Source: an optimization exercise on an open RTL-to-GDS flow (aim: small area). Production flows keep margins and buffers that such runs may drop.
Where RTL was checked, it was by simulation tests only, not by an equivalence proof against the original.
Function not checked in run 4: the RTL went through the layout flow alone.
Power figures rest on the tool's default switching activity, not on a simulated workload.

## flow/run.sh

```bash
#!/bin/bash
# The standard layout (standard.sh: the ORFS flow, standard synthesis) with two
# arguments of ORFS's own steps changed:
#  - the port buffers that buffer_ports inserts are sky130_fd_sc_hd__buf_1 cells
#    (every input and output port still gets its own buffer);
#  - clock tree synthesis builds the tree from clkbuf_16 cells, in clusters of
#    up to 27 flip-flops, and adds no dummy load cells.
# ORFS writes each step's full log under orfs/logs/; the make output goes to
# run.log in the folder this script runs in.
set -euo pipefail
export BUFFER_PORTS_ARGS="-buffer_cell sky130_fd_sc_hd__buf_1"
export CTS_ARGS="-sink_clustering_enable -repair_clock_nets -dont_use_dummy_load -buf_list sky130_fd_sc_hd__clkbuf_16 -sink_clustering_size 27 -sink_clustering_max_diameter 100"
bash standard.sh > run.log 2>&1
```

## standard.sh

```bash
#!/bin/bash
# synth_recipe.tcl (not shown) runs the flow's synth.tcl, then flattens the netlist and writes it again
# the make line also repeats each setting of config.mk as NAME=value (left out here)
make -C /OpenROAD-flow-scripts/flow DESIGN_CONFIG=/design/flow/config.mk WORK_HOME=/design/flow/orfs CLKGATE_MAP_FILE= SYNTH_SCRIPT=/design/flow/synth_recipe.tcl "${@:-finish}"
```

## config.mk

```make
export PLATFORM = sky130hd
export DESIGN_NAME = decode_regfile
export DESIGN_NICKNAME = decode_regfile
export VERILOG_FILES = /design/flow/design.v
export SDC_FILE = /design/flow/constraint.sdc
export NUM_CORES = 4
export LEC_CHECK = 0
export CAP_MARGIN = 5
export CORE_MARGIN = 2
export CORE_UTILIZATION = 40
export SLEW_MARGIN = 5
export SYNTH_HIERARCHICAL = 1
export SYNTH_MINIMUM_KEEP_SIZE = 0
```

## constraint.sdc

```tcl
create_clock -name core_clock -period 8.0 [get_ports {clock}]
set_input_delay 1.6000 -clock core_clock [delete_from_list [all_inputs] [get_ports {clock}]]
set_output_delay 1.6000 -clock core_clock [all_outputs]
set_load 0.01 [all_outputs]
```

## design.v

```verilog
package decode_regfile_pkg;
    localparam int ADDR_W = 5;
    localparam logic [ADDR_W-1:0] REG_ZERO = 5'd0;
    localparam int DEF_DATA_W = 32;
    localparam int DEF_NREGS  = 32;
    localparam int DEF_CNT_W  = 2;
endpackage
import decode_regfile_pkg::*;
module reg_scoreboard
#(
    parameter int NREGS = DEF_NREGS
) (
    input  logic             clk_i,
    input  logic             rst_n_i,
    input  logic [NREGS-1:0] inc_oh_i,    
    input  logic [NREGS-1:0] dec_oh_i,    
    input  logic             err_set_i,   
    output logic [NREGS-1:0] busy_o,      
    output logic [NREGS-1:0] zero_o,      
    output logic [NREGS-1:0] full_o,      
    output logic             sb_err_o
);
    logic [1:0]       cnt_q [NREGS];
    logic [NREGS-1:0] l_d, h_d;
    logic             sb_err_q;
    assign busy_o[0] = 1'b0;
    assign zero_o[0] = 1'b1;
    assign full_o[0] = 1'b0;
    assign l_d[0]    = 1'b0;
    assign h_d[0]    = 1'b0;
    for (genvar i = 1; i < NREGS; i++) begin : g_cnt
        sb_counter_next u_next (
            .h_i    (cnt_q[i][1]),
            .l_i    (cnt_q[i][0]),
            .inc_i  (inc_oh_i[i]),
            .dec_i  (dec_oh_i[i]),
            .h_o    (h_d[i]),
            .l_o    (l_d[i]),
            .busy_o (busy_o[i]),
            .zero_o (zero_o[i]),
            .full_o (full_o[i])
        );
    end
    always_ff @(posedge clk_i or negedge rst_n_i) begin
        if (!rst_n_i) begin
            for (int i = 1; i < NREGS; i++) begin
                cnt_q[i] <= 2'd0;
            end
            sb_err_q <= 1'b0;
        end else begin
            for (int i = 1; i < NREGS; i++) begin
                cnt_q[i] <= {h_d[i], l_d[i]};
            end
            if (err_set_i) begin
                sb_err_q <= 1'b1;
            end
        end
    end
    assign sb_err_o = sb_err_q;
endmodule
module sb_counter_next (
    input  logic h_i,
    input  logic l_i,
    input  logic inc_i,
    input  logic dec_i,
    output logic h_o,
    output logic l_o,
    output logic busy_o,    
    output logic zero_o,    
    output logic full_o     
);
    logic t_n, nz_not_inc, en_n, ht;
    sb_xnor2  u_t    (.a(l_i), .b(dec_i), .y(t_n));
    sb_or2n   u_busy (.a(h_i), .b_n(t_n), .y(busy_o));
    sb_nor2   u_zero (.a(h_i), .b(l_i), .y(zero_o));
    sb_and2   u_full (.a(h_i), .b(l_i), .y(full_o));
    sb_nor2   u_nzi  (.a(inc_i), .b(zero_o), .y(nz_not_inc));
    sb_mux2i  u_en   (.a0(inc_i), .a1(nz_not_inc), .s(dec_i), .y(en_n));
    sb_xnor2  u_l    (.a(l_i), .b(en_n), .y(l_o));
    sb_nor2   u_ht   (.a(en_n), .b(t_n), .y(ht));
    sb_xor2   u_h    (.a(h_i), .b(ht), .y(h_o));
endmodule
module sb_xor2 (input logic a, b, output logic y);
    assign y = a ^ b;
endmodule
module sb_xnor2 (input logic a, b, output logic y);
    assign y = !(a ^ b);
endmodule
module sb_or2n (input logic a, b_n, output logic y);
    assign y = a || !b_n;
endmodule
module sb_nor2 (input logic a, b, output logic y);
    assign y = !(a || b);
endmodule
module sb_and2 (input logic a, b, output logic y);
    assign y = a && b;
endmodule
module sb_mux2i (input logic a0, a1, s, output logic y);
    assign y = !(s ? a1 : a0);
endmodule
import decode_regfile_pkg::*;
module decode_regfile
#(
    parameter int DATA_W = DEF_DATA_W,
    parameter int NREGS  = DEF_NREGS
) (
    input  logic              clock,
    input  logic              reset_n,
    input  logic [ADDR_W-1:0] rs_addr,
    input  logic [ADDR_W-1:0] rt_addr,
    input  logic              rs_used,
    input  logic              rt_used,
    input  logic              issue_valid,
    input  logic              issue_rwe,
    input  logic [ADDR_W-1:0] issue_d,
    output logic [DATA_W-1:0] rsval,
    output logic [DATA_W-1:0] rtval,
    output logic              stall,
    input  logic              wb_rwe,
    input  logic [ADDR_W-1:0] wb_d,
    input  logic [DATA_W-1:0] wb_rdval,
    output logic              sb_err
);
    logic [DATA_W-1:0] regs_q [NREGS];
    logic [DATA_W-1:0] regs_d [NREGS];
    logic [NREGS-1:0]  valid_q;
    logic [NREGS-1:0]  valid_d;
    logic [3:0] wb_lo_n, is_lo_n, inc_lo_n;
    logic [7:0] wb_hi_n, is_hi_n;
    logic [3:0] rs_lo, rt_lo;
    logic [7:0] rs_hi, rt_hi;
    logic [NREGS-1:0] wb_oh;      
    logic [NREGS-1:0] wb_hold;    
    logic [NREGS-1:0] rd_ok;      
    logic [NREGS-1:0] rs_sel;     
    logic [NREGS-1:0] rt_sel;
    logic [NREGS-1:0] is_oh;      
    logic [NREGS-1:0] inc_oh;     
    logic [NREGS-1:0] busy;
    logic [NREGS-1:0] zero;
    logic [NREGS-1:0] full;
    logic rs_hit, rt_hit;
    logic rs_busy, rt_busy, any_full, err_set;
    logic issue_fire;
    rf_predec_lo u_wb_lo  (.en_i(wb_rwe),     .a_i(wb_d[1:0]),    .y_n_o(wb_lo_n));
    rf_predec_lo u_inc_lo (.en_i(issue_fire), .a_i(issue_d[1:0]), .y_n_o(inc_lo_n));
    rf_predec_lo u_is_lo  (.en_i(issue_rwe),  .a_i(issue_d[1:0]), .y_n_o(is_lo_n));
    rf_predec_hi u_wb_hi (.a_i(wb_d[4:2]),    .y_n_o(wb_hi_n));
    rf_predec_hi u_is_hi (.a_i(issue_d[4:2]), .y_n_o(is_hi_n));
    rf_predec_lo2_p u_rs_lo_p (.a_i(rs_addr[1:0]), .y_o(rs_lo));
    rf_predec_lo2_p u_rt_lo_p (.a_i(rt_addr[1:0]), .y_o(rt_lo));
    rf_predec_hi_p  u_rs_hi_p (.a_i(rs_addr[4:2]), .y_o(rs_hi));
    rf_predec_hi_p  u_rt_hi_p (.a_i(rt_addr[4:2]), .y_o(rt_hi));
    assign wb_oh[0]   = 1'b0;
    assign wb_hold[0] = 1'b1;
    assign regs_d[0]  = '0;
    assign rd_ok[0]   = 1'b0;
    assign rs_sel[0]  = 1'b0;
    assign rt_sel[0]  = 1'b0;
    assign is_oh[0]   = 1'b0;
    assign inc_oh[0]  = 1'b0;
    assign valid_d[0] = 1'b0;
    for (genvar i = 1; i < NREGS; i++) begin : g_reg
        rf_nor2  u_wb   (.a(wb_lo_n[i%4]),  .b(wb_hi_n[i/4]),  .y(wb_oh[i]));
        rf_or2   u_hold (.a(wb_lo_n[i%4]),  .b(wb_hi_n[i/4]),  .y(wb_hold[i]));
        for (genvar b = 0; b < DATA_W; b++) begin : g_wbit
            rf_a22o u_next (.a1(wb_oh[i]), .a2(wb_rdval[b]), .b1(wb_hold[i]), .b2(regs_q[i][b]),
                            .y(regs_d[i][b]));
        end
        rf_and2  u_rdok (.a(wb_hold[i]),    .b(valid_q[i]),    .y(rd_ok[i]));
        rf_or2   u_vld  (.a(wb_oh[i]),      .b(valid_q[i]),    .y(valid_d[i]));
        rf_and3  u_rss  (.a(rs_lo[i%4]),    .b(rs_hi[i/4]),    .c(rd_ok[i]), .y(rs_sel[i]));
        rf_and3  u_rts  (.a(rt_lo[i%4]),    .b(rt_hi[i/4]),    .c(rd_ok[i]), .y(rt_sel[i]));
        rf_nor2  u_is   (.a(is_lo_n[i%4]),  .b(is_hi_n[i/4]),  .y(is_oh[i]));
        rf_nor2  u_inc  (.a(inc_lo_n[i%4]), .b(is_hi_n[i/4]),  .y(inc_oh[i]));
    end
    always_ff @(posedge clock) begin
        for (int i = 1; i < NREGS; i++) begin
            regs_q[i] <= regs_d[i];
        end
    end
    always_ff @(posedge clock or negedge reset_n) begin
        if (!reset_n) begin
            valid_q <= '0;
        end else begin
            valid_q <= valid_d;
        end
    end
    assign rs_hit = wb_rwe && (wb_d != REG_ZERO) && (wb_d == rs_addr);
    assign rt_hit = wb_rwe && (wb_d != REG_ZERO) && (wb_d == rt_addr);
    for (genvar b = 0; b < DATA_W; b++) begin : g_bit
        logic [NREGS-1:0] col;
        assign col[0] = wb_rdval[b];
        for (genvar i = 1; i < NREGS; i++) begin : g_col
            assign col[i] = regs_q[i][b];
        end
        rf_ao_reduce #(.N(NREGS)) u_rs (.sel_i({rs_sel[NREGS-1:1], rs_hit}), .data_i(col), .y_o(rsval[b]));
        rf_ao_reduce #(.N(NREGS)) u_rt (.sel_i({rt_sel[NREGS-1:1], rt_hit}), .data_i(col), .y_o(rtval[b]));
    end
    rf_lookup u_rs_busy (.lo_i(rs_lo), .hi_i(rs_hi), .data_i(busy), .y_o(rs_busy));
    rf_lookup u_rt_busy (.lo_i(rt_lo), .hi_i(rt_hi), .data_i(busy), .y_o(rt_busy));
    rf_ao_reduce #(.N(NREGS-1)) u_full    (.sel_i(is_oh[NREGS-1:1]), .data_i(full[NREGS-1:1]), .y_o(any_full));
    rf_ao_reduce #(.N(NREGS-1)) u_err     (.sel_i(wb_oh[NREGS-1:1]), .data_i(zero[NREGS-1:1]), .y_o(err_set));
    assign stall = issue_valid && ((rs_used && rs_busy) || (rt_used && rt_busy) || any_full);
    assign issue_fire = issue_valid && !stall && issue_rwe;
    reg_scoreboard #(
        .NREGS (NREGS)
    ) u_scoreboard (
        .clk_i     (clock),
        .rst_n_i   (reset_n),
        .inc_oh_i  (inc_oh),
        .dec_oh_i  (wb_oh),
        .err_set_i (err_set),
        .busy_o    (busy),
        .zero_o    (zero),
        .full_o    (full),
        .sb_err_o  (sb_err)
    );
endmodule
module rf_predec_lo (
    input  logic       en_i,
    input  logic [1:0] a_i,
    output logic [3:0] y_n_o
);
    always_comb begin
        for (int k = 0; k < 4; k++) begin
            y_n_o[k] = !(en_i && (a_i == 2'(k)));
        end
    end
endmodule
module rf_predec_lo2_p (
    input  logic [1:0] a_i,
    output logic [3:0] y_o
);
    always_comb begin
        for (int k = 0; k < 4; k++) begin
            y_o[k] = (a_i == 2'(k));
        end
    end
endmodule
module rf_predec_hi_p (
    input  logic [2:0] a_i,
    output logic [7:0] y_o
);
    always_comb begin
        for (int j = 0; j < 8; j++) begin
            y_o[j] = (a_i == 3'(j));
        end
    end
endmodule
module rf_lookup (
    input  logic [3:0]  lo_i,
    input  logic [7:0]  hi_i,
    input  logic [31:0] data_i,
    output logic        y_o
);
    logic [7:0] grp;
    rf_ao_reduce #(.N(3)) u_g0 (.sel_i(lo_i[3:1]), .data_i(data_i[3:1]), .y_o(grp[0]));
    for (genvar j = 1; j < 8; j++) begin : g_grp
        rf_ao_reduce #(.N(4)) u_g (.sel_i(lo_i), .data_i(data_i[4*j +: 4]), .y_o(grp[j]));
    end
    rf_ao_reduce #(.N(8)) u_top (.sel_i(hi_i), .data_i(grp), .y_o(y_o));
endmodule
module rf_predec_hi (
    input  logic [2:0] a_i,
    output logic [7:0] y_n_o
);
    always_comb begin
        for (int j = 0; j < 8; j++) begin
            y_n_o[j] = (a_i != 3'(j));
        end
    end
endmodule
module rf_ao_reduce
#(
    parameter int N = 32
) (
    input  logic [N-1:0] sel_i,
    input  logic [N-1:0] data_i,
    output logic         y_o
);
    localparam int NG3 = N / 3;
    localparam int R   = N % 3;
    localparam int NN  = (NG3 + (R != 0) + 3) / 4;
    localparam int WT  = NG3 - 4*(NN-1);    
    if (N <= 4) begin : g_small
        assign y_o = |(sel_i & data_i);
    end else begin : g_wide
        logic [NG3-1:0] g_n;
        logic [NN-1:0]  part;
        for (genvar g = 0; g < NG3; g++) begin : g_grp3
            rf_aoi222 u_aoi (.a1(sel_i[3*g]), .a2(data_i[3*g]), .b1(sel_i[3*g+1]), .b2(data_i[3*g+1]),
                             .c1(sel_i[3*g+2]), .c2(data_i[3*g+2]), .y(g_n[g]));
        end
        for (genvar n = 0; n < NN - 1; n++) begin : g_nand
            rf_nand #(.W(4)) u_nand (.a(g_n[4*n +: 4]), .y(part[n]));
        end
        if (R == 2) begin : g_tail2
            rf_nand_ao2 #(.W(WT)) u_tail (
                .a  (g_n[NG3-1 -: WT]),
                .b1 (sel_i[N-2]), .b2 (data_i[N-2]),
                .c1 (sel_i[N-1]), .c2 (data_i[N-1]),
                .y  (part[NN-1])
            );
        end else if (R == 1) begin : g_tail1
            rf_nand_ao1 #(.W(WT)) u_tail (
                .a  (g_n[NG3-1 -: WT]),
                .b1 (sel_i[N-1]), .b2 (data_i[N-1]),
                .y  (part[NN-1])
            );
        end else begin : g_tail0
            rf_nand #(.W(WT)) u_tail (.a(g_n[NG3-1 -: WT]), .y(part[NN-1]));
        end
        if (NN == 1) begin : g_one
            assign y_o = part[0];
        end else begin : g_or
            rf_or #(.W(NN)) u_or (.a(part), .y(y_o));
        end
    end
endmodule
module rf_nand_ao2 #(
    parameter int W = 2
) (
    input  logic [W-1:0] a,
    input  logic         b1, b2, c1, c2,
    output logic         y
);
    assign y = !(&a) || (b1 && b2) || (c1 && c2);
endmodule
module rf_nand_ao1 #(
    parameter int W = 2
) (
    input  logic [W-1:0] a,
    input  logic         b1, b2,
    output logic         y
);
    assign y = !(&a) || (b1 && b2);
endmodule
module rf_aoi222 (
    input  logic a1, a2, b1, b2, c1, c2,
    output logic y
);
    assign y = !((a1 && a2) || (b1 && b2) || (c1 && c2));
endmodule
module rf_nand #(
    parameter int W = 4
) (
    input  logic [W-1:0] a,
    output logic         y
);
    assign y = !(&a);
endmodule
module rf_or #(
    parameter int W = 3
) (
    input  logic [W-1:0] a,
    output logic         y
);
    assign y = |a;
endmodule
module rf_nor2 (
    input  logic a, b,
    output logic y
);
    assign y = !(a || b);
endmodule
module rf_and2 (
    input  logic a, b,
    output logic y
);
    assign y = a && b;
endmodule
module rf_and3 (
    input  logic a, b, c,
    output logic y
);
    assign y = a && b && c;
endmodule
module rf_a22o (
    input  logic a1, a2, b1, b2,
    output logic y
);
    assign y = (a1 && a2) || (b1 && b2);
endmodule
module rf_or2 (
    input  logic a, b,
    output logic y
);
    assign y = a || b;
endmodule
```

==> key figures, run 1 <==
CTS
  – TritonCTS Buffers: 46
  – H-tree depth: 2
  – Number of clock sinks: 1086
  – Clock Latency Late Sink: 0.66 ns
  – Postcts setup bufs: 0
  – Reg clk slew, reported paths: 0.11 ns
  – Clk buf depth: 3
  – CTS tree: built
  – Count of cells resized by post-cts repair: 0
  – Clock Tree Root: clkbuf_16
  – Hold_buf cts: 0

STA
  – WHS: 0.4685 ns
  – RSZ-0062 raised after global routing: no
  – Rel. slew slack: 13.12%
  – Setup violators final: 0
  – Final worst slack: 0.7358 ns
  – Slew Viols, Final: 0
  – Period utilization: 90.80%
  – Tmin final: 7.264 ns
  – Maximum clock rate: 137.7 MHz
  – Final hold viol count: 0
  – Setup Skew: 0.01820 ns
  – Slew @ Worst Pin: 1.303 ns
  – Setup TNS: 0 ns

Worst setup path
  – Reg-to-reg slack, setup: 3.71 ns
  – Crit path arrival time: 5.66 ns
  – Reg2reg end: u_scoreboard.cnt_q[12][1]
  – Setup crit end kind: primary output
  – Setup Crit Path Kind: in2out
  – Critical Path RT: 6.40 ns
  – FF-to-FF path depth: 14
  – Startpoint Class: input pin
  – CP Max Fanout: 32
  – RR Startpoint: u_scoreboard.cnt_q[1][0]

Drt
  – Via-per-instance ratio: 7.912
  – WL final: 209.0 mm
  – Post-DRT Antenna Nets: 0
  – First drt pass iteration count: 15
  – Drc violations: 0
  – Initial DRC count: 10110
  – DR vias: 43070
  – Drt wl/cell: 38.40 um

Synth
  – YS warnings: 18
  – Syn_nets: 3780
  – Gate Count Post-Synth: 3721
  – Post-Syn Area: 0.04364 mm^2
  – Post-synthesis average cell area: 11.73 um^2

Finish
  – Multi-input logic area: 0.02172 mm^2
  – Fill cells: 10000
  – Layout net count: 4087
  – Most frequent cells in the layout: a22o_1, dfxtp_1, a222oi_1
  – Finished Layout Cells: 5443
  – Final Util: 44.54%
  – Register area: 0.02221 mm^2
  – Final instance area: 0.04835 mm^2
  – Share of cells above drive strength 1: 7.327%
  – Syn-to-layout area delta: 10.80%

Place
  – Dpl ws: 1.003 ns
  – Post-placement cell count: 5394
  – GP Congestion: 0.8996
  – Dpl cell area: 0.04719 mm^2
  – HPWL Detailed: 118.4 mm
  – I/O Buffers: 124

Pwr
  – Total power: 12.44 mW
  – PwrDens: 257.4 mW/mm^2
  – Max VDD drop: 0.1663 mV
  – LEAKAGE: 19.16 nW

Floorplan
  – Row cnt: 121
  – Die Y: 334.3 um
  – CORE AREA: 0.1086 mm^2
  – Die X: 334.3 um
  – IO Pins: 125
  – Full die area: 0.1118 mm^2
  – Initial core utilization: 40.20%

Hold path
  – Hold/Removal Path Class: reg2reg
  – WHS Endpoint: valid_q[26]
  – Hold path depth: 1
  – Hold Crit Start: valid_q[26]

Run
  – MaxCap Viol Count: 0

Global routing
  – Grt ovf: 0
  – Pin count of the biggest net entering global routing: 68
  – First-pass GRT wire length: 294.4 mm
  – GRT Total Usage: 35.55%
  – Initial antenna violation count: 8
  – Vias in the first global route: 41110

Outcome
  – Outcome: complete, no violations
[worst max-delay path, stage by stage]
cell and delay [ns]:
buf_1 0.34, or3b_1 0.63, or2_2 0.39, and2_1 0.17, and3_2 0.59, a222oi_1 0.47
nand4_1 0.67, or3_1 0.60, buf_1 0.14
[worst max-delay path by stage]
stage,start,end,slack (ns),depth (start not counted)
2_1_floorplan,rs_addr[3],rsval[0],1.64,6
3_3_place_gp,wb_d[4],rsval[26],1.04,10
3_5_place_dp,wb_d[4],rsval[26],1.00,10
4_1_cts,wb_d[4],rsval[26],1.01,10
5_1_grt,wb_d[3],rtval[25],0.62,9
6_report,wb_d[3],rtval[15],0.74,9
[cell type report]
| type | count | share of cell area [%] |
|---|---|---|
| diodes | 3 | 0.01553 |
| clock buffers | 46 | 2.381 |
| inverters | 2 | 0.01553 |
| multi-input cells | 2633 | 44.91 |
| flip-flops and latches | 1086 | 45.94 |
| well taps | 1414 | 3.659 |
| repair buffers | 259 | 3.082 |
[state kept, by name, summed over array words and instances, names as in the netlist]
name and count:
valid_q 31, u_scoreboard.cnt_q 62, u_scoreboard.sb_err_q 1, regs_q 992
[metal layers]
layer  share of wire [%]  track usage (%)
met2                  39            48.25
met1                  37            47.25
met4                 8.2            24.54
met3                  15            11.71
met5               0.035           0.2171
[power by group]
part / switching [mW] / total, mW / internal, mW
clock network: 1.76 / 2.80 / 1.04
logic: 1.06 / 2.13 / 1.07
registers: 0.964 / 7.51 / 6.55
total: 3.79 / 12.4 / 8.65
==> inputs of run 2 (changes only) <==
==> flow/run.sh (replaced) <==
#!/bin/bash
# The standard layout (standard.sh: the ORFS flow, standard synthesis) with two
# arguments of ORFS's own steps changed:
#  - the port buffers that buffer_ports inserts are sky130_fd_sc_hd__buf_1 cells
#    (every input and output port still gets its own buffer);
#  - clock tree synthesis builds the tree from clkbuf_16 cells, in clusters of
#    up to 24 flip-flops, and adds no dummy load cells.
# ORFS writes each step's full log under orfs/logs/; the make output goes to
# run.log in the folder this script runs in.
set -euo pipefail
export BUFFER_PORTS_ARGS="-buffer_cell sky130_fd_sc_hd__buf_1"
export CTS_ARGS="-sink_clustering_enable -repair_clock_nets -dont_use_dummy_load -buf_list sky130_fd_sc_hd__clkbuf_16 -sink_clustering_size 24 -sink_clustering_max_diameter 100"
bash standard.sh > run.log 2>&1
==> run 2 against run 1 <==
  * Non-clock buffer count unchanged
  * Combinational power about the same
  * Utilization increased by 0.12 points
  * Worst setup slack got worse by 0.012 ns
  * Design area increased by 0.28%
  * Register-to-register slack about the same
  * Synthesized area unchanged
  * Largest cell class unchanged
  * Via count increased by 0.58%
==> key figures, run 2 <==
Run
  – MaxCap Viol Count: 0

CTS
  – Number of clock sinks: 1086
  – H-tree depth: 2
  – TritonCTS Buffers: 51
  – Reg clk slew, reported paths: 0.10 ns
  – Hold_buf cts: 0
  – Clock Tree Root: clkbuf_16
  – CTS tree: built
  – Clk buf depth: 3
  – Postcts setup bufs: 0
  – Clock Latency Late Sink: 0.66 ns
  – Count of cells resized by post-cts repair: 0

Drt
  – Drt wl/cell: 38.41 um
  – Post-DRT Antenna Nets: 0
  – Drc violations: 0
  – DR vias: 43320
  – WL final: 209.4 mm
  – First drt pass iteration count: 13
  – Via-per-instance ratio: 7.945
  – Initial DRC count: 10550

Floorplan
  – Die X: 334.3 um
  – IO Pins: 125
  – Row cnt: 121
  – Full die area: 0.1118 mm^2
  – Initial core utilization: 40.20%
  – CORE AREA: 0.1086 mm^2
  – Die Y: 334.3 um

Place
  – HPWL Detailed: 118.4 mm
  – Post-placement cell count: 5394
  – GP Congestion: 0.8996
  – I/O Buffers: 124
  – Dpl cell area: 0.04719 mm^2

STA
  – Setup violators final: 0
  – Tmin final: 7.276 ns
  – Final hold viol count: 0
  – Slew @ Worst Pin: 1.298 ns
  – Period utilization: 90.95%
  – Rel. slew slack: 13.44%
  – Maximum clock rate: 137.4 MHz
  – RSZ-0062 raised after global routing: no
  – Setup Skew: 0.01856 ns
  – Setup TNS: 0 ns
  – Slew Viols, Final: 0

Global routing
  – First-pass GRT wire length: 294.9 mm
  – Initial antenna violation count: 8
  – Grt ovf: 0
  – GRT Total Usage: 35.62%
  – Vias in the first global route: 41280
  – Pin count of the biggest net entering global routing: 68

Outcome
  – Outcome: complete, no violations

Finish
  – Largest Register: regs_q
  – Final Util: 44.67%
  – Fill cells: 9997
  – Finished Layout Cells: 5452
  – Share of cells above drive strength 1: 7.442%
  – Top Registers: regs_q (992), u_scoreboard.cnt_q (62), valid_q (31)
  – Number of flip-flops in the largest register: 992
  – Most frequent cells in the layout: a22o_1, dfxtp_1, a222oi_1
  – Multi-input logic area: 0.02172 mm^2
  – Syn-to-layout area delta: 11.11%
  – Register area: 0.02221 mm^2
  – Final instance area: 0.04849 mm^2
  – Layout net count: 4092

Pwr
  – PwrDens: 259.6 mW/mm^2
  – Total power: 12.59 mW
  – Max VDD drop: 0.1593 mV
  – LEAKAGE: 19.22 nW

Synth
  – YS warnings: 18
  – Syn_nets: 3780
  – Post-Syn Area: 0.04364 mm^2
  – Post-synthesis average cell area: 11.73 um^2
  – Gate Count Post-Synth: 3721

Worst setup path
  – Crit path arrival time: 5.68 ns
  – Critical Path RT: 6.40 ns
  – Setup Crit Path Kind: in2out
  – Startpoint Class: input pin
  – CP Max Fanout: 18
  – Setup crit end kind: primary output

Hold path
  – Hold/Removal Path Class: reg2reg
[run 2: cell types whose count changed in the layout (fill, tap and decap cells not counted), sizes merged]
cell / before / now
diode: 3 / 7
clkbuf: 53 / 58
[run 2: layout make-up]
| cell class | count | share of cell area (%) |
|---|---|---|
| flip-flops and latches | 1086 | 45.81 |
| multi-input cells | 2633 | 44.79 |
| well taps | 1414 | 3.649 |
| repair buffers | 259 | 3.073 |
| clock buffers | 51 | 2.632 |
| diodes | 7 | 0.03613 |
| inverters | 2 | 0.01548 |
[run 2: critical path, stage by stage]
cell and delay (ns):
buf_1 0.21, or3_1 0.64, or2_1 0.32, and2_1 0.17, and3_1 0.58, buf_4 0.43
a222oi_1 0.49, nand4_1 0.52, or3_1 0.54, buf_1 0.14
[run 2: routing by layer]
metal	up-vias	routed length, um	track usage [%]
met5	-	61	0.2171
met3	842	32560	11.42
met4	8	16350	24.70
met2	4138	82790	48.64
li1	17290	-	-
met1	21040	77650	47.26
[run 2: worst paths after layout]
path	from	cells past startpoint	endpoint	slack, ns
setup / recovery	wb_d[4]	10	rsval[26]	0.72
hold / removal	valid_q[26]	1	valid_q[26]	0.47
setup reg to reg	u_scoreboard.cnt_q[1][0]	14	u_scoreboard.cnt_q[12][1]	3.70
hold reg to reg	valid_q[26]	1	valid_q[26]	0.47
max in group asynchronous	reset_n	2	u_scoreboard.cnt_q[27][0]	5.83
min in group asynchronous	reset_n	1	u_scoreboard.cnt_q[1][0]	0.89
[run 2: report_power, final]
part	total [mW]	switching (mW)	internal (mW)
Sequential	7.51	0.965	6.55
Combinational	2.13	1.06	1.07
Clock	2.94	1.80	1.14
[run 2: through the flow]
stage | worst slack, ns | hold slack [ns]
detailed placement | 1.003 | 0.4414
CTS | 1.013 | 0.4677
global placement | 1.043 | 0.4378
finish | 0.7239 | 0.4658
global route | 0.7450 | 0.4874
floorplan | 1.644 | 0.4242
==> inputs of run 3 (changes only) <==
--- a/design.v
+++ b/design.v
@@ -125,10 +125,10 @@
     logic [DATA_W-1:0] regs_d [NREGS];
     logic [NREGS-1:0]  valid_q;
     logic [NREGS-1:0]  valid_d;
-    logic [3:0] wb_lo_n, is_lo_n, inc_lo_n;
-    logic [7:0] wb_hi_n, is_hi_n;
-    logic [3:0] rs_lo, rt_lo;
-    logic [7:0] rs_hi, rt_hi;
+    logic [3:0] is_lo_n, inc_lo_n;
+    logic [7:0] is_hi_n;
+    logic [3:0] wb_lo, rs_lo, rt_lo;
+    logic [7:0] wb_hi, rs_hi, rt_hi;
     logic [NREGS-1:0] wb_oh;      
     logic [NREGS-1:0] wb_hold;    
     logic [NREGS-1:0] rd_ok;      
@@ -142,10 +142,10 @@
     logic rs_hit, rt_hit;
     logic rs_busy, rt_busy, any_full, err_set;
     logic issue_fire;
-    rf_predec_lo u_wb_lo  (.en_i(wb_rwe),     .a_i(wb_d[1:0]),    .y_n_o(wb_lo_n));
+    rf_predec_lo_p u_wb_lo (.en_i(wb_rwe),    .a_i(wb_d[1:0]),    .y_o(wb_lo));
     rf_predec_lo u_inc_lo (.en_i(issue_fire), .a_i(issue_d[1:0]), .y_n_o(inc_lo_n));
     rf_predec_lo u_is_lo  (.en_i(issue_rwe),  .a_i(issue_d[1:0]), .y_n_o(is_lo_n));
-    rf_predec_hi u_wb_hi (.a_i(wb_d[4:2]),    .y_n_o(wb_hi_n));
+    rf_predec_hi_p  u_wb_hi_p (.a_i(wb_d[4:2]),    .y_o(wb_hi));
     rf_predec_hi u_is_hi (.a_i(issue_d[4:2]), .y_n_o(is_hi_n));
     rf_predec_lo2_p u_rs_lo_p (.a_i(rs_addr[1:0]), .y_o(rs_lo));
     rf_predec_lo2_p u_rt_lo_p (.a_i(rt_addr[1:0]), .y_o(rt_lo));
@@ -161,8 +161,8 @@
     assign inc_oh[0]  = 1'b0;
     assign valid_d[0] = 1'b0;
     for (genvar i = 1; i < NREGS; i++) begin : g_reg
-        rf_nor2  u_wb   (.a(wb_lo_n[i%4]),  .b(wb_hi_n[i/4]),  .y(wb_oh[i]));
-        rf_or2   u_hold (.a(wb_lo_n[i%4]),  .b(wb_hi_n[i/4]),  .y(wb_hold[i]));
+        rf_and2  u_wb   (.a(wb_lo[i%4]),    .b(wb_hi[i/4]),    .y(wb_oh[i]));
+        rf_nand2 u_hold (.a(wb_lo[i%4]),    .b(wb_hi[i/4]),    .y(wb_hold[i]));
         for (genvar b = 0; b < DATA_W; b++) begin : g_wbit
             rf_a22o u_next (.a1(wb_oh[i]), .a2(wb_rdval[b]), .b1(wb_hold[i]), .b2(regs_q[i][b]),
                             .y(regs_d[i][b]));
@@ -228,6 +228,17 @@
         end
     end
 endmodule
+module rf_predec_lo_p (
+    input  logic       en_i,
+    input  logic [1:0] a_i,
+    output logic [3:0] y_o
+);
+    always_comb begin
+        for (int k = 0; k < 4; k++) begin
+            y_o[k] = en_i && (a_i == 2'(k));
+        end
+    end
+endmodule
 module rf_predec_lo2_p (
     input  logic [1:0] a_i,
     output logic [3:0] y_o
@@ -364,6 +375,12 @@
 );
     assign y = !(a || b);
 endmodule
+module rf_nand2 (
+    input  logic a, b,
+    output logic y
+);
+    assign y = !(a && b);
+endmodule
 module rf_and2 (
     input  logic a, b,
     output logic y
==> flow/run.sh (replaced) <==
#!/bin/bash
# The standard layout (standard.sh: the ORFS flow, standard synthesis) with two
# arguments of ORFS's own steps changed:
#  - the port buffers that buffer_ports inserts are sky130_fd_sc_hd__buf_1 cells
#    (every input and output port still gets its own buffer);
#  - clock tree synthesis builds the tree from clkbuf_16 cells, in clusters of
#    up to 27 flip-flops, and adds no dummy load cells.
# ORFS writes each step's full log under orfs/logs/; the make output goes to
# run.log in the folder this script runs in.
set -euo pipefail
export BUFFER_PORTS_ARGS="-buffer_cell sky130_fd_sc_hd__buf_1"
export CTS_ARGS="-sink_clustering_enable -repair_clock_nets -dont_use_dummy_load -buf_list sky130_fd_sc_hd__clkbuf_16 -sink_clustering_size 27 -sink_clustering_max_diameter 100"
bash standard.sh > run.log 2>&1
==> run 3 against run 2 <==
  * First-iteration DRC count fell by 7.5%
  * Utilization fell by 0.13 points
  * Hold slack barely moved
  * Die area barely moved
  * Sequential share of layout area rose by 0.13 points
  * Worst setup slack improved by 0.082 ns
  * Clock power fell by 4%
  * Register-to-register slack improved by 0.13 ns
  * Design area fell by 0.28%
  * Largest cell class unchanged
  * Critical path type unchanged
  * Flip-flop and latch count did not move
  * Critical path depth rose by 1
==> key figures, run 3 <==
Finish
  – Share of cells above drive strength 1: 7.235%
  – Most frequent cells in the layout: a22o_1, dfxtp_1, a222oi_1
  – Top Registers: regs_q (992), u_scoreboard.cnt_q (62), valid_q (31)
  – Number of flip-flops in the largest register: 992
  – Largest Register: regs_q
  – Fill cells: 10060
  – Layout net count: 4111
  – Syn-to-layout area delta: 10.76%
  – Finished Layout Cells: 5470

Global routing
  – GRT met2 Usage: 50.56%
  – GR Util met3: 9.022%
  – Met1 usage: 45.85%
  – First-pass GRT wire length: 288.8 mm
  – GR peak layer: met2
  – Pin count of the biggest net entering global routing: 54
  – Vias in the first global route: 39950
  – Grt ovf: 0
  – GRT Total Usage: 34.53%
  – Initial antenna violation count: 5

Synth
  – Gate Count Post-Synth: 3721
  – Post-Syn Area: 0.04365 mm^2
  – Post-synthesis average cell area: 11.73 um^2
  – YS warnings: 19
  – Syn_nets: 3780

Worst setup path
  – Crit path arrival time: 5.59 ns
  – Startpoint Class: input pin
  – Critical path's slowest cell: a222oi_1
  – Biggest cell delay along the critical path: 0.62 ns
  – CP Max Fanout: 23
  – Setup Crit Path Kind: in2out
  – Setup crit end kind: primary output
  – Critical Path RT: 6.40 ns
  – Crit path cell chain: buf_1 -> nor3b_1 -> buf_4 -> nand2_1 -> and2_1 -> and3_1 -> buf_4 -> a222oi_1 -> nand4_1 -> or3_1 -> buf_1

Drt
  – Drt wl/cell: 37.15 um
  – First drt pass iteration count: 15
  – Via-per-instance ratio: 7.845
  – Initial DRC count: 9765
  – DR vias: 42910
  – Post-DRT Antenna Nets: 0
  – Drc violations: 0
  – WL final: 203.2 mm

Pwr
  – PwrDens: 257.3 mW/mm^2
  – Switching share of power: 30.40%
  – LEAKAGE: 19.41 nW
  – Clock power share: 22.6%
  – Psw: 3.781 mW
  – Int Pwr: 8.658 mW
  – Reg power frac: 60.4%
  – Combinational Power Share: 17.1%
  – Max VDD drop: 0.1865 mV

CTS
  – Clock Latency Late Sink: 0.67 ns
  – TritonCTS Buffers: 46
  – Number of clock sinks: 1086
  – Postcts setup bufs: 0
  – Clock Tree Root: clkbuf_16
  – Reg clk slew, reported paths: 0.09 ns
  – Hold_buf cts: 0
  – CTS tree: built
  – H-tree depth: 2
  – Count of cells resized by post-cts repair: 0
  – Clk buf depth: 3

STA
  – Slew Viols, Final: 0
  – Setup TNS: 0 ns
  – WHS: 0.4661 ns
  – Setup violators final: 0
  – Final worst slack: 0.8059 ns
  – Setup Skew: 0.04044 ns
  – RSZ-0062 raised after global routing: no
  – Final hold viol count: 0
  – Rel. slew slack: 11.56%
  – Slew @ Worst Pin: 1.327 ns
  – Tmin final: 7.194 ns
  – Maximum clock rate: 139.0 MHz
  – Period utilization: 89.93%

Floorplan
  – Die Y: 334.4 um
  – IO Pins: 125
  – Initial core utilization: 40.21%
  – Die X: 334.4 um
  – CORE AREA: 0.1086 mm^2
  – Full die area: 0.1118 mm^2
  – Row cnt: 121

Hold path
  – Hold/Removal Path Class: reg2reg

Place
  – HPWL Detailed: 121.4 mm
  – GP Congestion: 0.9261
  – Dpl ws: 1.069 ns
  – I/O Buffers: 124
  – Post-placement cell count: 5418

Run
  – MaxCap Viol Count: 0

Outcome
  – Outcome: complete, no violations
==> run 3: power groups by stage <==
stage / registers [mW] / clock network, mW / logic (mW)
floorplan: 7.32 / 0 / 1.46
global route: 7.64 / 3.00 / 2.27
detailed placement: 7.56 / 0 / 2.07
finish: 7.51 / 2.81 / 2.12
CTS: 7.46 / 2.81 / 2.07
global placement: 7.55 / 0 / 2.01
==> run 3: critical path, delay by kind of cell <==
kind            cells  cell delay (ns)
compound gates      1             0.62
buf+inv             4             1.14
simple gates        6             2.21
==> run 3: metal layers <==
layer,part of all wire (%),vias up
li1,-,17340
met4,6.6,0
met3,14,721
met1,38,20970
met5,0,-
met2,42,3886
==> run 3: cell type report <==
cell class                 count  area, um^2  area share, %
sequential                  1086       22210          45.94
tap                         1414        1769          3.659
timing repair buffer         283        1674          3.462
inverter                       2       7.507        0.01553
clock buffer                  46        1151          2.381
antenna                        6       15.01        0.03105
multi-input combinational   2633       21520          44.51
==> run 3: path summary, 6_finish.rpt <==
kind	cells after the start	startpoint	slack (ns)	endpoint
setup / recovery	11	wb_d[2]	0.81	rsval[20]
hold reg to reg	1	valid_q[12]	0.47	valid_q[12]
min in group asynchronous	1	reset_n	0.97	u_scoreboard.cnt_q[25][1]
hold / removal	1	valid_q[12]	0.47	valid_q[12]
max in group asynchronous	2	reset_n	5.83	u_scoreboard.cnt_q[18][0]
setup reg to reg	14	u_scoreboard.cnt_q[1][0]	3.83	u_scoreboard.cnt_q[16][1]
==> run 3: per-stage QoR <==
step	area (um^2)	total power [mW]	utilization, %
floorplan	43650	8.774	-
global placement	47190	9.561	43.47
detailed placement	47190	9.625	43.47
CTS	48340	12.34	44.53
global route	48340	12.91	44.53
finish	48350	12.44	44.54
==> inputs of run 4 (changes only) <==
--- a/design.v
+++ b/design.v
@@ -122,15 +122,13 @@
     output logic              sb_err
 );
     logic [DATA_W-1:0] regs_q [NREGS];
-    logic [DATA_W-1:0] regs_d [NREGS];
     logic [NREGS-1:0]  valid_q;
     logic [NREGS-1:0]  valid_d;
-    logic [3:0] is_lo_n, inc_lo_n;
-    logic [7:0] is_hi_n;
+    logic [3:0] wb_lo_n, is_lo_n, inc_lo_n;
+    logic [7:0] wb_hi_n, is_hi_n;
     logic [3:0] wb_lo, rs_lo, rt_lo;
     logic [7:0] wb_hi, rs_hi, rt_hi;
     logic [NREGS-1:0] wb_oh;      
-    logic [NREGS-1:0] wb_hold;    
     logic [NREGS-1:0] rd_ok;      
     logic [NREGS-1:0] rs_sel;     
     logic [NREGS-1:0] rt_sel;
@@ -142,18 +140,18 @@
     logic rs_hit, rt_hit;
     logic rs_busy, rt_busy, any_full, err_set;
     logic issue_fire;
-    rf_predec_lo_p u_wb_lo (.en_i(wb_rwe),    .a_i(wb_d[1:0]),    .y_o(wb_lo));
+    rf_predec_lo u_wb_lo  (.en_i(wb_rwe),     .a_i(wb_d[1:0]),    .y_n_o(wb_lo_n));
     rf_predec_lo u_inc_lo (.en_i(issue_fire), .a_i(issue_d[1:0]), .y_n_o(inc_lo_n));
     rf_predec_lo u_is_lo  (.en_i(issue_rwe),  .a_i(issue_d[1:0]), .y_n_o(is_lo_n));
-    rf_predec_hi_p  u_wb_hi_p (.a_i(wb_d[4:2]),    .y_o(wb_hi));
+    rf_predec_hi u_wb_hi (.a_i(wb_d[4:2]),    .y_n_o(wb_hi_n));
     rf_predec_hi u_is_hi (.a_i(issue_d[4:2]), .y_n_o(is_hi_n));
+    rf_predec_lo_p  u_wb_lo_p (.en_i(wb_rwe), .a_i(wb_d[1:0]),    .y_o(wb_lo));
     rf_predec_lo2_p u_rs_lo_p (.a_i(rs_addr[1:0]), .y_o(rs_lo));
     rf_predec_lo2_p u_rt_lo_p (.a_i(rt_addr[1:0]), .y_o(rt_lo));
+    rf_predec_hi_p  u_wb_hi_p (.a_i(wb_d[4:2]),    .y_o(wb_hi));
     rf_predec_hi_p  u_rs_hi_p (.a_i(rs_addr[4:2]), .y_o(rs_hi));
     rf_predec_hi_p  u_rt_hi_p (.a_i(rt_addr[4:2]), .y_o(rt_hi));
     assign wb_oh[0]   = 1'b0;
-    assign wb_hold[0] = 1'b1;
-    assign regs_d[0]  = '0;
     assign rd_ok[0]   = 1'b0;
     assign rs_sel[0]  = 1'b0;
     assign rt_sel[0]  = 1'b0;
@@ -162,12 +160,7 @@
     assign valid_d[0] = 1'b0;
     for (genvar i = 1; i < NREGS; i++) begin : g_reg
         rf_and2  u_wb   (.a(wb_lo[i%4]),    .b(wb_hi[i/4]),    .y(wb_oh[i]));
-        rf_nand2 u_hold (.a(wb_lo[i%4]),    .b(wb_hi[i/4]),    .y(wb_hold[i]));
-        for (genvar b = 0; b < DATA_W; b++) begin : g_wbit
-            rf_a22o u_next (.a1(wb_oh[i]), .a2(wb_rdval[b]), .b1(wb_hold[i]), .b2(regs_q[i][b]),
-                            .y(regs_d[i][b]));
-        end
-        rf_and2  u_rdok (.a(wb_hold[i]),    .b(valid_q[i]),    .y(rd_ok[i]));
+        rf_o21a  u_rdok (.a1(wb_lo_n[i%4]), .a2(wb_hi_n[i/4]), .b(valid_q[i]), .y(rd_ok[i]));
         rf_or2   u_vld  (.a(wb_oh[i]),      .b(valid_q[i]),    .y(valid_d[i]));
         rf_and3  u_rss  (.a(rs_lo[i%4]),    .b(rs_hi[i/4]),    .c(rd_ok[i]), .y(rs_sel[i]));
         rf_and3  u_rts  (.a(rt_lo[i%4]),    .b(rt_hi[i/4]),    .c(rd_ok[i]), .y(rt_sel[i]));
@@ -176,7 +169,9 @@
     end
     always_ff @(posedge clock) begin
         for (int i = 1; i < NREGS; i++) begin
-            regs_q[i] <= regs_d[i];
+            if (wb_oh[i]) begin
+                regs_q[i] <= wb_rdval;
+            end
         end
     end
     always_ff @(posedge clock or negedge reset_n) begin
@@ -375,12 +370,6 @@
 );
     assign y = !(a || b);
 endmodule
-module rf_nand2 (
-    input  logic a, b,
-    output logic y
-);
-    assign y = !(a && b);
-endmodule
 module rf_and2 (
     input  logic a, b,
     output logic y
@@ -393,11 +382,11 @@
 );
     assign y = a && b && c;
 endmodule
-module rf_a22o (
-    input  logic a1, a2, b1, b2,
+module rf_o21a (
+    input  logic a1, a2, b,
     output logic y
 );
-    assign y = (a1 && a2) || (b1 && b2);
+    assign y = (a1 || a2) && b;
 endmodule
 module rf_or2 (
     input  logic a, b,
==> run 4 against run 3 <==
  * Maximum frequency up 4.4%
  * Wire length down 13%
  * Global-route usage shrank 5.0 points
  * Non-clock buffer count fell by 43
  * Sequential power is 12% lower
  * Still clean on timing, DRC and antenna
  * Critical path type unchanged
  * Design area grew 2.4%
  * Total power shrank 14%
==> key figures, run 4 <==
CTS
  – Postcts setup bufs: 0
  – Number of clock sinks: 1086
  – Clock Latency Late Sink: 0.65 ns
  – TritonCTS Buffers: 47
  – Hold_buf cts: 0
  – Reg clk slew, reported paths: 0.07 ns
  – Clk buf depth: 3
  – H-tree depth: 2
  – Clock Tree Root: clkbuf_16
  – CTS tree: built
  – Count of cells resized by post-cts repair: 0

Global routing
  – Initial antenna violation count: 7
  – GR peak layer: met2
  – GRT Total Usage: 29.57%
  – Grt ovf: 0
  – Met1 usage: 38.89%
  – Pin count of the biggest net entering global routing: 77
  – First-pass GRT wire length: 244.9 mm
  – GRT met2 Usage: 43.86%
  – GR Util met3: 10.39%
  – Vias in the first global route: 33940

Worst setup path
  – CP Max Fanout: 32
  – Critical Path RT: 6.40 ns
  – Crit path arrival time: 5.29 ns
  – Crit path cell chain: buf_1 -> or3b_1 -> o21a_1 -> and3_2 -> a222oi_1 -> nand4_1 -> or3_1 -> buf_1
  – Critical path's slowest cell: buf_1
  – Setup Crit Path Kind: in2out
  – RR Startpoint: u_scoreboard.cnt_q[1][0]
  – Worst setup startpoint: wb_d[3]
  – Startpoint Class: input pin
  – Critical Path Sink: rsval[12]
  – Setup crit end kind: primary output
  – Reg2reg end: u_scoreboard.cnt_q[1][1]
  – Reg-to-reg slack, setup: 3.86 ns
  – Most common cell on crit path: buf_1
  – FF-to-FF path depth: 14
  – Biggest cell delay along the critical path: 0.75 ns

Drt
  – Post-DRT Antenna Nets: 0
  – Initial DRC count: 8490
  – DR vias: 34590
  – Via-per-instance ratio: 7.708
  – WL final: 177.4 mm
  – Drc violations: 0
  – Drt wl/cell: 39.53 um
  – First drt pass iteration count: 14

Pwr
  – PwrDens: 214.9 mW/mm^2
  – LEAKAGE: 15.64 nW
  – Total power: 10.64 mW
  – Max VDD drop: 0.1399 mV

Floorplan
  – Row cnt: 122
  – Die Y: 339.1 um
  – Initial core utilization: 40.46%
  – IO Pins: 125
  – Die X: 339.1 um
  – CORE AREA: 0.1110 mm^2
  – Full die area: 0.1150 mm^2

Outcome
  – Outcome: complete, no violations

STA
  – Setup violators final: 0
  – Setup Skew: 0.03603 ns
  – WHS: 0.4765 ns
  – RSZ-0062 raised after global routing: no
  – Slew Viols, Final: 0
  – Rel. slew slack: 6.710%
  – Tmin final: 6.890 ns
  – Maximum clock rate: 145.1 MHz
  – Setup TNS: 0 ns
  – Slew @ Worst Pin: 1.399 ns
  – Period utilization: 86.13%
  – Final hold viol count: 0

Finish
  – Fill cells: 9692
  – Share of cells above drive strength 1: 9.243%
  – Most frequent cells in the layout: edfxtp_1, a222oi_1, nor2_1
  – Layout net count: 3058
  – Syn-to-layout area delta: 10.28%
  – Top Registers: regs_q (992), u_scoreboard.cnt_q (62), valid_q (31)
  – Most common cell after layout, fill and taps aside: edfxtp_1
  – Number of flip-flops in the largest register: 992
  – Largest Register: regs_q

Synth
  – Post-Syn Area: 0.04491 mm^2
  – Post-synthesis average cell area: 16.57 um^2
  – Gate Count Post-Synth: 2710
  – Syn_nets: 2769
  – YS warnings: 16

Place
  – GP Congestion: 0.8724
  – HPWL Detailed: 97.53 mm
  – I/O Buffers: 124

Run
  – MaxCap Viol Count: 0

Hold path
  – Hold/Removal Path Class: reg2reg
-- run 4: area by class of cell --
type,count,area [um^2],area share [%]
timing repair buffer,240,1440,2.908
clock buffer,47,1176,2.375
multi-input combinational,1622,12890,26.02
sequential,1086,32140,64.90
inverter,2,7.507,0.01516
tap,1488,1862,3.760
antenna,3,7.507,0.01516
-- run 4: through the flow --
step / setup WS (ns) / std cells / util, % / area [um^2]
global route: 1.020 / 4487 / 44.62 / 49520
CTS: 1.286 / 4485 / 44.62 / 49510
floorplan: 1.644 / 2710 / - / 44910
detailed placement: 1.292 / 4438 / 43.56 / 48340
finish: 1.110 / 4488 / 44.62 / 49520
global placement: 1.364 / 4438 / 43.56 / 48340
-- run 4: layer usage --
layer	up-vias	wire length, um
met5	-	101
met4	10	8909
met3	595	29410
met2	3407	76320
met1	17370	62660
li1	13210	-
-- run 4: worst max-delay path: cells and delay by family --
| family | cells | cell delay, ns |
|---|---|---|
| AOI/OAI and AO/OA | 2 | 0.76 |
| and+or+nand+nor | 4 | 1.98 |
| buffers and inverters | 2 | 0.92 |
-- run 4: worst min path at each step --
stage | start | endpoint | slack, ns | cells past startpoint
2_1_floorplan | valid_q[10] | valid_q[10] | 0.43 | 1
3_3_place_gp | valid_q[29] | valid_q[29] | 0.45 | 1
3_5_place_dp | valid_q[10] | valid_q[10] | 0.45 | 1
4_1_cts | valid_q[24] | valid_q[24] | 0.48 | 1
5_1_grt | valid_q[13] | valid_q[13] | 0.49 | 1
6_report | valid_q[24] | valid_q[24] | 0.48 | 1
-- run 4: report_power, final --
| group | leakage (nW) | switching [mW] | internal [mW] | total, mW |
|---|---|---|---|---|
| logic | 4.95 | 0.817 | 0.461 | 1.28 |
| registers | 10.1 | 0.198 | 6.40 | 6.60 |
| clock network | 0.579 | 1.71 | 1.06 | 2.76 |
| total | 15.6 | 2.72 | 7.92 | 10.6 |

what the ideal ports hide:
In the flow no input, the clock included, has a driving cell. The finished layouts below were timed again as built, in two steps.
Step 1 assumes that a clkbuf_16 drives the clock port and a buf_2 every other input.
Step 2, shift: input delay + t, output delay - t, t = (earliest + latest rising clock arrival at the registers) / 2. This alone moves slack from input paths to output paths.
Slacks: ideal ports / drivers / drivers and shift; pairs: ideal ports / drivers.
run	shift t [ns]	setup slack, ns	hold WS [ns]	worst register clock-pin slew, ns	worst slew at a driven data input, ns
run 1	0.722	0.736 / 0.712 / 0.712	0.469 / 0.469 / 0.469	0.11 / 0.11	0.10
run 2	0.736	0.724 / 0.704 / 0.704	0.466 / 0.466 / 0.466	0.11 / 0.11	0.10
run 3	0.726	0.806 / 0.784 / 0.784	0.466 / 0.466 / 0.466	0.11 / 0.11	0.08
run 4	0.716	1.110 / 1.077 / 1.077	0.477 / 0.477 / 0.477	0.11 / 0.11	0.16
After both steps setup and hold are still met in every run listed. For run 4, which loses most, drivers alone change the setup slack by -0.033 ns; drivers and shift together by -0.033 ns.
